Background: an optimization exercise with open tools, aiming at small area and a short achievable clock period. Do not read the settings as production practice. Only simulation tests tie the RTL to the original design; equivalence was not proved. The flow treats the clock pin as an ideal source, which a real chip does not have. Power figures rest on the tool's default switching activity, not on a simulated workload.

File: flow/run.sh
#!/bin/bash
# synth_recipe.tcl (not shown) runs the flow's synth.tcl, then flattens the netlist and writes it again
# the make line also repeats each setting of config.mk as NAME=value (left out here)
make -C /OpenROAD-flow-scripts/flow DESIGN_CONFIG=/design/flow/config.mk WORK_HOME=/design/flow/orfs CLKGATE_MAP_FILE= SYNTH_SCRIPT=/design/flow/synth_recipe.tcl finish
File: flow/config.mk
export PLATFORM = sky130hd
export DESIGN_NAME = line_packetizer
export DESIGN_NICKNAME = line_packetizer
export VERILOG_FILES = /design/flow/design.v
export SDC_FILE = /design/flow/constraint.sdc
export NUM_CORES = 4
export LEC_CHECK = 0
export CAP_MARGIN = 10
export CELL_PAD_IN_SITES_DETAIL_PLACEMENT = 2
export CELL_PAD_IN_SITES_GLOBAL_PLACEMENT = 2
export CORE_MARGIN = 2
export CORE_UTILIZATION = 40
export CTS_CLUSTER_DIAMETER = 100
export CTS_CLUSTER_SIZE = 20
export PLACE_DENSITY = 0.55
export SETUP_SLACK_MARGIN = 1.9
export SLEW_MARGIN = 10
export SYNTH_HIERARCHICAL = 1
File: flow/constraint.sdc
create_clock -name core_clock -period 5.0 [get_ports {clk}]
set_input_delay 1.0000 -clock core_clock [delete_from_list [all_inputs] [get_ports {clk}]]
set_output_delay 1.0000 -clock core_clock [all_outputs]
set_load 0.01 [all_outputs]
File: flow/design.v
module line_packetizer #(
    parameter int          PIX_PER_LINE = 3648,
    parameter int          FIFO_AW      = 8,
    parameter logic [15:0] SYNC_WORD    = 16'hA55A
) (
    input  logic        clk,
    input  logic        rst,
    input  logic        en,
    input  logic        line_sync,
    input  logic        pix_valid,
    input  logic [15:0] pix_data,
    input  logic        tx_full,
    output logic        tx_wrreq,
    output logic [7:0]  tx_data,
    output logic [15:0] line_cnt,
    output logic [15:0] missed_lines,
    output logic        overflow,
    output logic        busy
);
    localparam int          DEPTH    = 2 ** FIFO_AW;
    localparam logic [15:0] PPL      = 16'(PIX_PER_LINE);
    localparam logic [11:0] PPL_LAST = 12'(PIX_PER_LINE - 1);
    typedef enum logic [2:0] {
        S_IDLE,
        S_HDR,
        S_PIX_HI,
        S_PIX_LO,
        S_TRL
    } state_t;
    state_t             state, state_nxt;
    logic [2:0]         idx, idx_nxt;
    logic [11:0]        k, k_nxt;
    logic               cur_from_fifo, cur_from_fifo_nxt;
    logic [15:0]        checksum, cksum_nxt;
    logic [1:0]         flags;
    logic               capture_active, cap_nxt;
    logic [11:0]        cap_n;
    logic               emit, done, pop;
    logic [7:0]         emit_byte;
    logic [FIFO_AW:0]   count;
    logic               fifo_empty, fifo_full;
    logic [15:0]        fifo_head;
    logic               accept, pix_take, fifo_wr;
    logic               ph;                        
    logic [DEPTH-1:0][15:0] fe;                    
    logic [15:0]        px;
    logic [DEPTH:0]     tge;                       
    logic [15:0]        hi_gt, hi_eq, lo_ge;      
    logic [FIFO_AW:0]   count_nxt;
    assign px        = pix_data ^ {16{ph}};
    assign fifo_head = fe[0] ^ {16{ph}};
    function automatic logic [47:0] occ_decode(input logic [FIFO_AW:0] c);
        for (int j = 0; j < 16; j++) begin
            occ_decode[32 + j] = !c[FIFO_AW] && (4'(j) >  c[7:4]);
            occ_decode[16 + j] = !c[FIFO_AW] && (4'(j) == c[7:4]);
            occ_decode[j]      = 4'(j) >= c[3:0];
        end
    endfunction
    logic [FIFO_AW:0]   count_inc, count_dec;
    logic [47:0]        occ_inc, occ_dec, occ_nxt;
    logic               occ_up, occ_down;
    assign count_inc = count + 1'b1;
    assign count_dec = count - 1'b1;
    assign occ_inc   = occ_decode(count_inc);
    assign occ_dec   = occ_decode(count_dec);
    assign occ_up    = fifo_wr && !pop;
    assign occ_down  = pop && !fifo_wr;
    always_comb begin
        if (rst) begin
            count_nxt = '0;
            occ_nxt   = occ_decode('0);
        end else if (occ_up) begin
            count_nxt = count_inc;
            occ_nxt   = occ_inc;
        end else if (occ_down) begin
            count_nxt = count_dec;
            occ_nxt   = occ_dec;
        end else begin
            count_nxt = count;
            occ_nxt   = {hi_gt, hi_eq, lo_ge};
        end
    end
    always_ff @(posedge clk) begin
        {hi_gt, hi_eq, lo_ge} <= occ_nxt;
    end
    for (genvar i = 0; i < DEPTH; i++) begin : g_tge
        assign tge[i] = hi_gt[i/16] || (hi_eq[i/16] && lo_ge[i%16]);
    end
    assign tge[DEPTH] = 1'b1;
    for (genvar i = 0; i < DEPTH; i++) begin : g_word
        logic        ld, hd, sh;
        logic [15:0] nxt, d;
        assign hd  = !pop && !tge[i];
        assign sh  = pop && !tge[i+1];
        assign ld  = tge[i] || (pop && tge[i+1]);
        if (i == DEPTH - 1) begin : g_last
            assign nxt = '0;
        end else begin : g_mid
            assign nxt = fe[i+1];
        end
        lp_fifo_gate u_gate (
            .q_self(fe[i]), .hd({16{hd}}), .q_next(nxt), .sh({16{sh}}), .px(px), .ld({16{ld}}),
            .d(d)
        );
        always_ff @(posedge clk) fe[i] <= d;
    end
    always_ff @(posedge clk) begin
        if (rst) ph <= 1'b0;
        else     ph <= ~ph;
    end
    assign accept     = line_sync && en && !busy;
    assign pix_take   = capture_active && en && pix_valid;
    assign fifo_empty = (count == '0);
    assign fifo_full  = count[FIFO_AW];
    assign fifo_wr    = pix_take && !fifo_full;
    always_comb begin
        state_nxt         = state;
        idx_nxt           = idx;
        k_nxt             = k;
        cur_from_fifo_nxt = cur_from_fifo;
        cksum_nxt         = checksum;
        emit              = 1'b0;
        emit_byte         = 8'h00;
        pop               = 1'b0;
        done              = 1'b0;
        case (state)
            S_IDLE: begin
                if (accept) begin
                    state_nxt = S_HDR;
                    idx_nxt   = '0;
                end
            end
            S_HDR: begin
                if (!tx_full) begin
                    emit = 1'b1;
                    case (idx)
                        3'd0:    emit_byte = SYNC_WORD[15:8];
                        3'd1:    emit_byte = SYNC_WORD[7:0];
                        3'd2:    emit_byte = line_cnt[15:8];
                        3'd3:    emit_byte = line_cnt[7:0];
                        3'd4:    emit_byte = PPL[15:8];
                        default: emit_byte = PPL[7:0];
                    endcase
                    if (idx == 3'd5) begin
                        state_nxt = S_PIX_HI;
                        idx_nxt   = '0;
                        k_nxt     = '0;
                    end else begin
                        idx_nxt = idx + 3'd1;
                    end
                end
            end
            S_PIX_HI: begin
                if (!tx_full && (!fifo_empty || !capture_active)) begin
                    cur_from_fifo_nxt = !fifo_empty;
                    emit              = 1'b1;
                    emit_byte         = fifo_empty ? 8'h00 : fifo_head[15:8];
                    state_nxt         = S_PIX_LO;
                end
            end
            S_PIX_LO: begin
                if (!tx_full) begin
                    emit      = 1'b1;
                    emit_byte = cur_from_fifo ? fifo_head[7:0] : 8'h00;
                    pop       = cur_from_fifo;
                    cksum_nxt = checksum + (cur_from_fifo ? fifo_head : 16'h0000);
                    if (k == PPL_LAST) begin
                        state_nxt = S_TRL;
                        idx_nxt   = '0;
                    end else begin
                        k_nxt     = k + 12'd1;
                        state_nxt = S_PIX_HI;
                    end
                end
            end
            S_TRL: begin
                if (!tx_full) begin
                    emit = 1'b1;
                    case (idx)
                        3'd0:    emit_byte = {6'b0, flags};
                        3'd1:    emit_byte = checksum[15:8];
                        default: emit_byte = checksum[7:0];
                    endcase
                    if (idx == 3'd2) begin
                        state_nxt = S_IDLE;
                        done      = 1'b1;
                    end else begin
                        idx_nxt = idx + 3'd1;
                    end
                end
            end
            default: state_nxt = S_IDLE;
        endcase
    end
    always_comb begin
        cap_nxt = capture_active;
        if (accept)                       cap_nxt = 1'b1;
        else if (capture_active && !en)   cap_nxt = 1'b0;
        else if (pix_take && cap_n == PPL_LAST) cap_nxt = 1'b0;
    end
    always_ff @(posedge clk) begin
        if (rst) begin
            state          <= S_IDLE;
            idx            <= '0;
            k              <= '0;
            cur_from_fifo  <= 1'b0;
            checksum       <= '0;
            flags          <= '0;
            capture_active <= 1'b0;
            cap_n          <= '0;
            count          <= '0;
            line_cnt       <= '0;
            missed_lines   <= '0;
            overflow       <= 1'b0;
            tx_wrreq       <= 1'b0;
            tx_data        <= '0;
            busy           <= 1'b0;
        end else begin
            state          <= state_nxt;
            idx            <= idx_nxt;
            k              <= k_nxt;
            cur_from_fifo  <= cur_from_fifo_nxt;
            checksum       <= accept ? 16'h0000 : cksum_nxt;
            tx_wrreq       <= emit;
            capture_active <= cap_nxt;
            busy           <= cap_nxt || (state_nxt != S_IDLE);
            if (emit) tx_data <= emit_byte;
            if (done) line_cnt <= line_cnt + 16'd1;
            if (line_sync && en && busy && missed_lines != 16'hFFFF)
                missed_lines <= missed_lines + 16'd1;
            if (accept) begin
                cap_n <= '0;
                flags <= '0;
            end else if (capture_active && !en) begin
                flags[1] <= 1'b1;
            end else if (pix_take) begin
                cap_n <= cap_n + 12'd1;
                if (fifo_full) begin
                    overflow <= 1'b1;
                    flags[0] <= 1'b1;
                end
            end
            count <= count_nxt;
        end
    end
endmodule
module lp_fifo_gate (
    input  logic [15:0] q_self,
    input  logic [15:0] hd,
    input  logic [15:0] q_next,
    input  logic [15:0] sh,
    input  logic [15:0] px,
    input  logic [15:0] ld,
    output logic [15:0] d
);
    assign d = ~((q_self & hd) | (q_next & sh) | (px & ld));
endmodule
==> impl_metrics.yaml, run 1 <==
worst_setup_path:
  critPathSlowestCell: "nor2_1"
  crit_fanout: 101
  critPathTopFamily: "simple AND/OR/NAND/NOR gates"
  r2r_setup_slack_ns: 1.83
  crit_required_ns: 5.80
  path_class: "reg -> reg"
  worstPathArrival_ns: 3.97
  cp-start-kind: "flop"
  critPathBufInv: 2
  slowest_delay_ns: 1.12
  reg2reg_depth: 7
  cp_cell_sequence: "nand3b_1 > nor2_1 > and2_4 > inv_8 > buf_12 > nor2_1 > a222oi_1"
  path_depth: 7
  critPathCaptureType: "flop"
  crit_path_frequent_cell: "nor2_1"
clock_network:
  cts_tree: "done"
  cts.clk_slew.worst_paths_ns: 0.08
  cts_root_buf: "clkbuf_16"
  htree_levels: 4
  clkLatencyLatePin_ns: 0.99
  clock_sinks: 4245
  cts_buffers: 236
  clockBufferDepth: 4
placement:
  portBuffers: 64
  hpwl_mm: 329
  gp_congestion: 0.833
  dp.cells: 15200
global_routing:
  grt_pass1_vias: 120000
  grt_usage: 0.284
  grt.busiest_layer: "met2"
  antenna_found_initial: 18
  grt_max_degree: 137
  grt_pass1_wl_mm: 787
  use_met2: 0.477
  grt_overflow: 0
  use_met1: 0.384
  use_met3: 0.0282
logic_synthesis:
  synth-compound-area-share: 0.338
  yosysTopAreaCellShare: 0.611
  avgSynthCellArea_sq_um: 13.1
  synthXorXnorAreaFrac: 0.00623
  synthFlopType: "dfxtp_1"
  ys_top_cells_by_area: "dfxtp_1 (61%), a222oi_1 (30%), a21o_1 (2.6%), nor2_1 (1.6%), clkbuf_1 (0.62%)"
  seq_area_frac_synth: 0.611
  async_reset_ff_frac: 0
  synth-seq-cells: 4245
  synth_mux_area_frac: 0.000882
  synth_top_family_by_area: "compound AO/OA/AOI/OAI gates"
  yosysMostFrequentCell: "dfxtp_1"
  synthCells: 10600
  synth_edf_count: 0
  synthSimpleGateAreaFrac: 0.0311
  ys_types: 92
  synth_area_sq_mm: 0.139
  yosys.area.top_type: "dfxtp_1"
  yosys_warnings: 7
  ys_top_cells_by_count: "dfxtp_1 (4245), a222oi_1 (4096), nor2_1 (605)"
  synth_adder_area_share: 0.00285
drt:
  dr_total_vias: 118000
  drt_iter0_markers: 24800
  ant_nets: 0
  drc_errors: 0
  wl_mm: 534
  via_per_inst: 7.62
  drt_first_pass_iters: 20
  wire_per_inst_microns: 34.4
layout:
  nFillCells: 33800
  drive_gt1_frac: 0.0745
  area.growth.synth_to_final_pct: 11.0
  layoutNonFillerInstCount: 15500
  post-route-util: 0.446
  nNetsFinal: 11000
sta:
  setup-tns-final_ns: 0
  slew_viol_final: 0
  setup_viol: 0
  tightest_slew_ns: 1.33
  min_period_ns: 3.17
  rsz0062_at_grt: "yes"
  finalHoldViolations: 0
  slew_headroom: 0.108
  max_clock_freq_mhz: 315
  min_period_over_period: 0.635
  finClkSkew_ns: 0.0396
min_path:
  holdCritPathClass: "reg -> reg"
  min_path_cells: 1
run:
  max_cap_violations: 0
floorplanning:
  die_w_microns: 593
  rows: 216
  die_h_microns: 593
  die-area_sq_mm: 0.352
  core_area_sq_mm: 0.346
  initial_core_util: 0.402
  io_pins: 65
power:
  leakagePower_uw: 0.0641
  power.density_mw_per_mm2: 447
  peakVddDrop_v: 0.000260
status:
  status: "complete, no violations"
-- modules after synthesis, one instance, submodules excluded --
module,times used,area [sq um],flip-flops and latches,cells inside
line_packetizer,1,98000,4245,6532
lp_fifo_gate,256,160,0,16
-- routing by layer --
layer,vias to the layer above,share of wire
li1,50500,-
met5,-,0.000024
met2,4383,0.47
met4,2,0.031
met3,763,0.065
met1,62700,0.43
-- metrics by stage --
step                total power (uW)  instance area [sq um]  hold WS (ns)  worst slack [ns]
global placement               49000                 147000         0.428             0.830
finish                         68900                 154000         0.442              1.83
CTS                            69400                 154000         0.428              1.90
floorplan                      46100                 139000         0.420             0.389
global route                   71800                 154000         0.459              1.79
detailed placement             49600                 147000         0.437             0.764
-- registers in the layout (all words and copies together) (netlist names), 2 cells and up --
signal and cells:
idx 3, k 12, state 3, lo_ge 15
count 9, missed_lines 16, fe 4096, checksum 16
line_cnt 16, hi_eq 16, tx_data 8, flags 2
cap_n 12, hi_gt 15
-- report_power, final --
part           switching, uW  total (uW)  internal [uW]
Combinational           4130        6860           2730
Clock                  11300       19900           8630
Sequential              3430       42100          38700
-- cell families (layout without fill, tap and decap cells) --
| kind of cell | Yosys count | in the layout |
|---|---|---|
| AOI/OAI and AO/OA | 4922 | 4922 |
| xor gates and xnor gates | 98 | 98 |
| adders and majority gates | 31 | 31 |
| buffers and inverters | 339 | 626 |
| DFF | 4245 | 4245 |
| muxes | 12 | 12 |
| other | 1 | 43 |
| and+or+nand+nor | 980 | 980 |
-- placed cells by master, fill, tap and decap left out, types with 20 or more instances in the layout --
| master | netlist | layout |
|---|---|---|
| buf_4 | 8 | 206 |
| o21ai_0 | 63 | 63 |
| clkbuf_16 | 0 | 243 |
| a31oi_1 | 22 | 22 |
| dfxtp_1 | 4245 | 4215 |
| ha_1 | 30 | 26 |
| a21oi_1 | 108 | 95 |
| xor2_1 | 64 | 48 |
| and2_1 | 34 | 26 |
| nand2_1 | 114 | 114 |
| nand3_1 | 48 | 48 |
| nor3_1 | 64 | 61 |
| a222oi_1 | 4096 | 4096 |
| xnor2_1 | 33 | 32 |
| conb_1 | 1 | 32 |
| buf_12 | 0 | 66 |
| a21o_2 | 0 | 111 |
| a221oi_1 | 20 | 20 |
| clkdlybuf4s50_1 | 0 | 63 |
| or3_1 | 20 | 20 |
| a21o_1 | 473 | 359 |
| nor2_1 | 605 | 552 |
| dfxtp_2 | 0 | 20 |
| inv_1 | 27 | 24 |
| nor2_2 | 2 | 54 |
-- repair_timing --
item                                    in CTS  in global routing
pin swaps                                    5                  0
endpoints found under the setup margin    4153               2036
hold buffers                                 0                  0
gates cloned                                 0                  1
buffers inserted                             7                  6
gates resized for setup                     35                155
-- area by class of cell --
class / count / area [sq um] / area share
flip-flops and latches: 4245 / 85000 / 0.551
multi-input cells: 6075 / 53500 / 0.347
clock buffers: 247 / 6080 / 0.0394
well taps: 4578 / 5730 / 0.0371
repair buffers: 342 / 3610 / 0.0234
clock inverters: 10 / 120 / 0.000779
inverters: 27 / 113 / 0.000730
diodes: 11 / 27.5 / 0.000178
-- worst paths after layout --
check | start | endpoint
max | state[2]$_SDFF_PP0_ | fe[1430]$_DFF_P_
min | fe[494]$_DFF_P_ | fe[478]$_DFF_P_
max reg2reg | state[2]$_SDFF_PP0_ | fe[1430]$_DFF_P_
min reg2reg | fe[494]$_DFF_P_ | fe[478]$_DFF_P_
-- worst register-to-register path, cell delays in order (launching register included) --
cell      delay (ns)
dfxtp_2         0.40
nand3b_1        0.23
nor2_1          0.19
and2_4          0.23
inv_8           0.06
buf_12          0.20
nor2_1          1.49
a222oi_1        0.22
==> run 2: changes to the inputs <==
==> flow/flow/run.sh (new file) <==
#!/bin/bash
# The standard ORFS layout (the standard.sh, standard synthesis unchanged), with these
# changes:
#  - the port buffers that buffer_ports adds are buf_4 cells rather than the delay cell it
#    picks by default (every input and output port still gets its own buffer);
#  - each repair_timing call is bounded in iterations (flow/repair_hook.tcl);
#  - global routing keeps more of met1 free (flow/grt_hook.tcl).
set -euo pipefail
here=$(pwd)
export BUFFER_PORTS_ARGS="-buffer_cell sky130_fd_sc_hd__buf_4"
export PRE_FLOORPLAN_TCL=$here/flow/repair_hook.tcl
export PRE_CTS_TCL=$here/flow/repair_hook.tcl
export PRE_GLOBAL_ROUTE_TCL=$here/flow/grt_hook.tcl
bash standard.sh \
  "BUFFER_PORTS_ARGS=$BUFFER_PORTS_ARGS" \
  "PRE_FLOORPLAN_TCL=$PRE_FLOORPLAN_TCL" \
  "PRE_CTS_TCL=$PRE_CTS_TCL" \
  "PRE_GLOBAL_ROUTE_TCL=$PRE_GLOBAL_ROUTE_TCL" \
  finish > "$here/flow_make.log" 2>&1
==> flow/flow/grt_hook.tcl (new file) <==
# Global routing: leave more of met1 to pin access. The standard flow reduces every routing
# layer's capacity by 20% (platform fastroute.tcl); here met1 is reduced by 70% and met2 by
# 40%, so that the global routes, and the detailed routes that follow them, use met2-met4
# more and the dense met1 pin area less.
source [file join [file dirname [info script]] repair_hook.tcl]
set_global_routing_layer_adjustment met1 0.7
set_global_routing_layer_adjustment met2 0.4
==> flow/flow/repair_hook.tcl (new file) <==
# Same as ORFS's repair_timing_helper (scripts/util.tcl), with a bound on the number of
# repair iterations, so that a path the repair cannot improve does not keep it busy.
proc repair_timing_helper { args } {
  set additional_args {}
  append_env_var additional_args SETUP_SLACK_MARGIN -setup_margin 1
  append_env_var additional_args HOLD_SLACK_MARGIN -hold_margin 1
  append_env_var additional_args SETUP_MOVE_SEQUENCE -sequence 1
  append_env_var additional_args TNS_END_PERCENT -repair_tns 1
  append_env_var additional_args SKIP_PIN_SWAP -skip_pin_swap 0
  append_env_var additional_args SKIP_GATE_CLONING -skip_gate_cloning 0
  append_env_var additional_args SKIP_BUFFER_REMOVAL -skip_buffer_removal 0
  append_env_var additional_args SKIP_LAST_GASP -skip_last_gasp 0
  append_env_var additional_args SKIP_VT_SWAP -skip_vt_swap 0
  append_env_var additional_args SKIP_CRIT_VT_SWAP -skip_crit_vt_swap 0
  append_env_var additional_args MATCH_CELL_FOOTPRINT -match_cell_footprint 0
  lappend additional_args {*}$args -verbose -max_iterations 1500
  log_cmd repair_timing {*}$additional_args
}
==> flow/standard.sh (new file) <==
#!/bin/bash
# synth_recipe.tcl (not shown) runs the flow's synth.tcl, then flattens the netlist and writes it again
# the make line also repeats each setting of config.mk as NAME=value (left out here)
make -C /OpenROAD-flow-scripts/flow DESIGN_CONFIG=/design/flow/config.mk WORK_HOME=/design/flow/orfs CLKGATE_MAP_FILE= SYNTH_SCRIPT=/design/flow/synth_recipe.tcl "${@:-finish}"
--- a/flow/config.mk
+++ b/flow/config.mk
@@ -14,5 +14,5 @@
 export CTS_CLUSTER_SIZE = 20
 export PLACE_DENSITY = 0.55
-export SETUP_SLACK_MARGIN = 1.9
+export SETUP_SLACK_MARGIN = 2.45
 export SLEW_MARGIN = 10
 export SYNTH_HIERARCHICAL = 1
removed: flow/run.sh
==> impl_metrics.yaml, run 2 <==
floorplanning:
  die_w_microns: 593
  die-area_sq_mm: 0.352
  io_pins: 65
  rows: 216
  core_area_sq_mm: 0.346
  die_h_microns: 593
  initial_core_util: 0.402
sta:
  slew_viol_final: 0
  setup_viol: 0
  finalHoldViolations: 0
  setup-tns-final_ns: 0
  min_period_ns: 2.73
  max_clock_freq_mhz: 366
  holdWs_ns: 0.374
  rsz0062_at_grt: "yes"
  finClkSkew_ns: 0.0490
  slew_headroom: 0.148
  min_period_over_period: 0.546
  worst_slack_ns: 2.27
  tightest_slew_ns: 1.28
logic_synthesis:
  ys_types: 92
  yosys.area.top_type: "dfxtp_1"
  seq_area_frac_synth: 0.611
  synth-seq-cells: 4245
  yosysTopAreaCellShare: 0.611
  async_reset_ff_frac: 0
  avgSynthCellArea_sq_um: 13.1
  yosysMostFrequentCell: "dfxtp_1"
  ys_top_cells_by_area: "dfxtp_1 (61%), a222oi_1 (30%), a21o_1 (2.6%), nor2_1 (1.6%), clkbuf_1 (0.62%)"
  ys_top_cells_by_count: "dfxtp_1 (4245), a222oi_1 (4096), nor2_1 (605)"
  synthCells: 10600
  synth_edf_count: 0
  synthFlopType: "dfxtp_1"
  yosys_warnings: 7
  synth_area_sq_mm: 0.139
power:
  clkPwrFrac: 0.288
  p_switching_uw: 18800
  internal-power_uw: 50200
  pwr-share-seq: 0.610
  p_sw_frac: 0.273
  total_power_uw: 69000
  peakVddDrop_v: 0.000300
  leakagePower_uw: 0.0654
  combPwrFrac: 0.102
  power.density_mw_per_mm2: 434
worst_setup_path:
  worstPathArrival_ns: 3.54
  rr_startpoint: "state[2]$_SDFF_PP0_"
  r2r_setup_slack_ns: 2.27
  reg2reg_depth: 8
  critPathSlowestCell: "nor2_2"
  cp-startpoint: "state[2]$_SDFF_PP0_"
  cp_cell_sequence: "nand3b_1 > nor2_2 > and2_4 > inv_16 > clkbuf_8 > buf_4 > nor2_2 > a222oi_1"
  slowest_delay_ns: 0.54
  r2r_end: "fe[1333]$_DFF_P_"
  crit_required_ns: 5.81
  path_class: "reg -> reg"
  crit_path_frequent_cell: "nor2_2"
  crit_fanout: 44
  critPathCaptureType: "flop"
  cp-start-kind: "flop"
global_routing:
  grt_pass1_wl_mm: 797
  grt_usage: 0.406
  grt_max_degree: 126
  grt_pass1_vias: 133000
  grt_overflow: 0
  antenna_found_initial: 34
drt:
  ant_nets: 0
  dr_total_vias: 119000
  drt_first_pass_iters: 16
  drt_iter0_markers: 17700
  drc_errors: 0
  wl_mm: 544
  via_per_inst: 7.58
  wire_per_inst_microns: 34.7
layout:
  layout_commonest_cell: "dfxtp_1"
  nNetsFinal: 11100
  regMostFlops: "fe"
  area.growth.synth_to_final_pct: 14.5
  largest_reg_flops: 4096
  nFillCells: 33200
  most-common-layout-cells: "dfxtp_1 (4212), a222oi_1 (4096), nor2_2 (376), buf_4 (276), clkbuf_16 (258)"
  drive_gt1_frac: 0.142
placement:
  hpwl_mm: 330
  post-place-ws_ns: 0.998
  portBuffers: 64
  gp_congestion: 0.842
clock_network:
  cts_tree: "done"
  cts.clk_slew.worst_paths_ns: 0.08
  clkLatencyLatePin_ns: 0.98
  clock_sinks: 4245
  cts_buffers: 235
  hold_buffers: 0
min_path:
  holdCritPathClass: "in -> reg"
  min_from: "rst"
  min_path_cells: 2
  hold_end: "cur_from_fifo$_SDFFE_PP0P_"
status:
  status: "complete, no violations"
run:
  max_cap_violations: 0
==> run 2: cells by family after synthesis <==
logic type                 share of synthesized area
adders and majority gates                    0.00285
and+or+nand+nor                               0.0311
muxes                                       0.000882
xor gates and xnor gates                     0.00623
other                                      0.0000270
DFF                                            0.611
buffers and inverters                        0.00989
AOI/OAI and AO/OA                              0.338
==> run 2: final cells by class <==
type	count	area, sq um	share of cell area
clock inverter	8	116	0.000731
clock buffer	250	6120	0.0385
antenna	34	85.1	0.000535
inverter	27	125	0.000786
tap	4578	5730	0.0360
timing repair inverter	2	17.5	0.000110
sequential	4245	85100	0.535
multi-input combinational	6084	56700	0.356
timing repair buffer	425	5120	0.0322
==> run 2: repair_timing <==
item                                     CTS  global route
buffers inserted                          55            70
endpoints found under the setup margin  4216          4211
resized for setup                        487           648
pin swaps                                 20            55
cloned                                     6            29
==> run 2: how the worst max path moves through the flow <==
| stage | end | slack [ns] |
|---|---|---|
| global route | fe[1343]$_DFF_P_ | 2.16 |
| floorplan | fe[0]$_DFF_P_ | 0.39 |
| CTS | fe[1813]$_DFF_P_ | 2.11 |
| global placement | fe[590]$_DFF_P_ | 1.03 |
| detailed placement | fe[579]$_DFF_P_ | 1.0 |
| finish | fe[1333]$_DFF_P_ | 2.27 |
==> run 2: power groups by stage <==
stage	sequential, uW	combinational [uW]	clock, uW
after global placement	42600	6240	0
after CTS	42100	6800	20600
after floorplan	41200	4830	0
final	42100	7050	19900
after detailed placement	42800	6640	0
after global routing	42700	7790	21800
==> run 2: critical path: cells and delay by family (launching register included) <==
| family | cells | cell delay (ns) |
|---|---|---|
| buffers and inverters | 3 | 0.82 |
| and+or+nand+nor | 4 | 1.14 |
| AOI/OAI and AO/OA | 1 | 0.20 |
| DFF | 1 | 0.35 |
==> run 2: through the flow <==
step	cells	util	cell area (sq um)
finish	15700	0.460	159000
CTS	15500	0.448	155000
global route	15600	0.460	159000
detailed placement	15200	0.424	147000
floorplan	10700	-	139000
global placement	15200	0.424	147000
==> run 2: metal layers <==
metal / up-vias / share of wire / track usage
met5: - / 0.0020 / 0.0103
met1: 60100 / 0.34 / 0.693
met3: 1480 / 0.16 / 0.256
met4: 78 / 0.055 / 0.181
met2: 6154 / 0.45 / 0.593
li1: 50800 / - / -
==> run 2: per-module statistics from Yosys (local to each module, per instance) <==
module,flip-flops and latches,times used
line_packetizer,4245,1
lp_fifo_gate,0,256

## re-timing with driven ports
The results above use ideal ports. As a check the final layouts listed here were re-extracted and re-timed, cells and wires unchanged. Step 1 sets driving cells, clkbuf_16 on the clock port and buf_2 on the other inputs (assumed; they add their load-dependent delay and slew). Step 2 times the ports against the registers' clock, not the clock port: input delays grow and output delays shrink by t, the midpoint of the rising clock arrivals with the driver on. Three values: ideal, step 1, step 2; two values: the first two.
run | t (ns) | setup slack, ns | worst slew at a driven data input, ns
run 1 | 1.067 | 1.827 / 1.827 / 0.853 | 0.05
run 2 | 1.077 | 2.269 / 2.268 / 1.613 | 0.06
After both steps setup and hold are still met in every run listed. The setup slack of run 1, which loses most, moves by 0.000 ns with the drivers and by -0.974 ns with both steps.
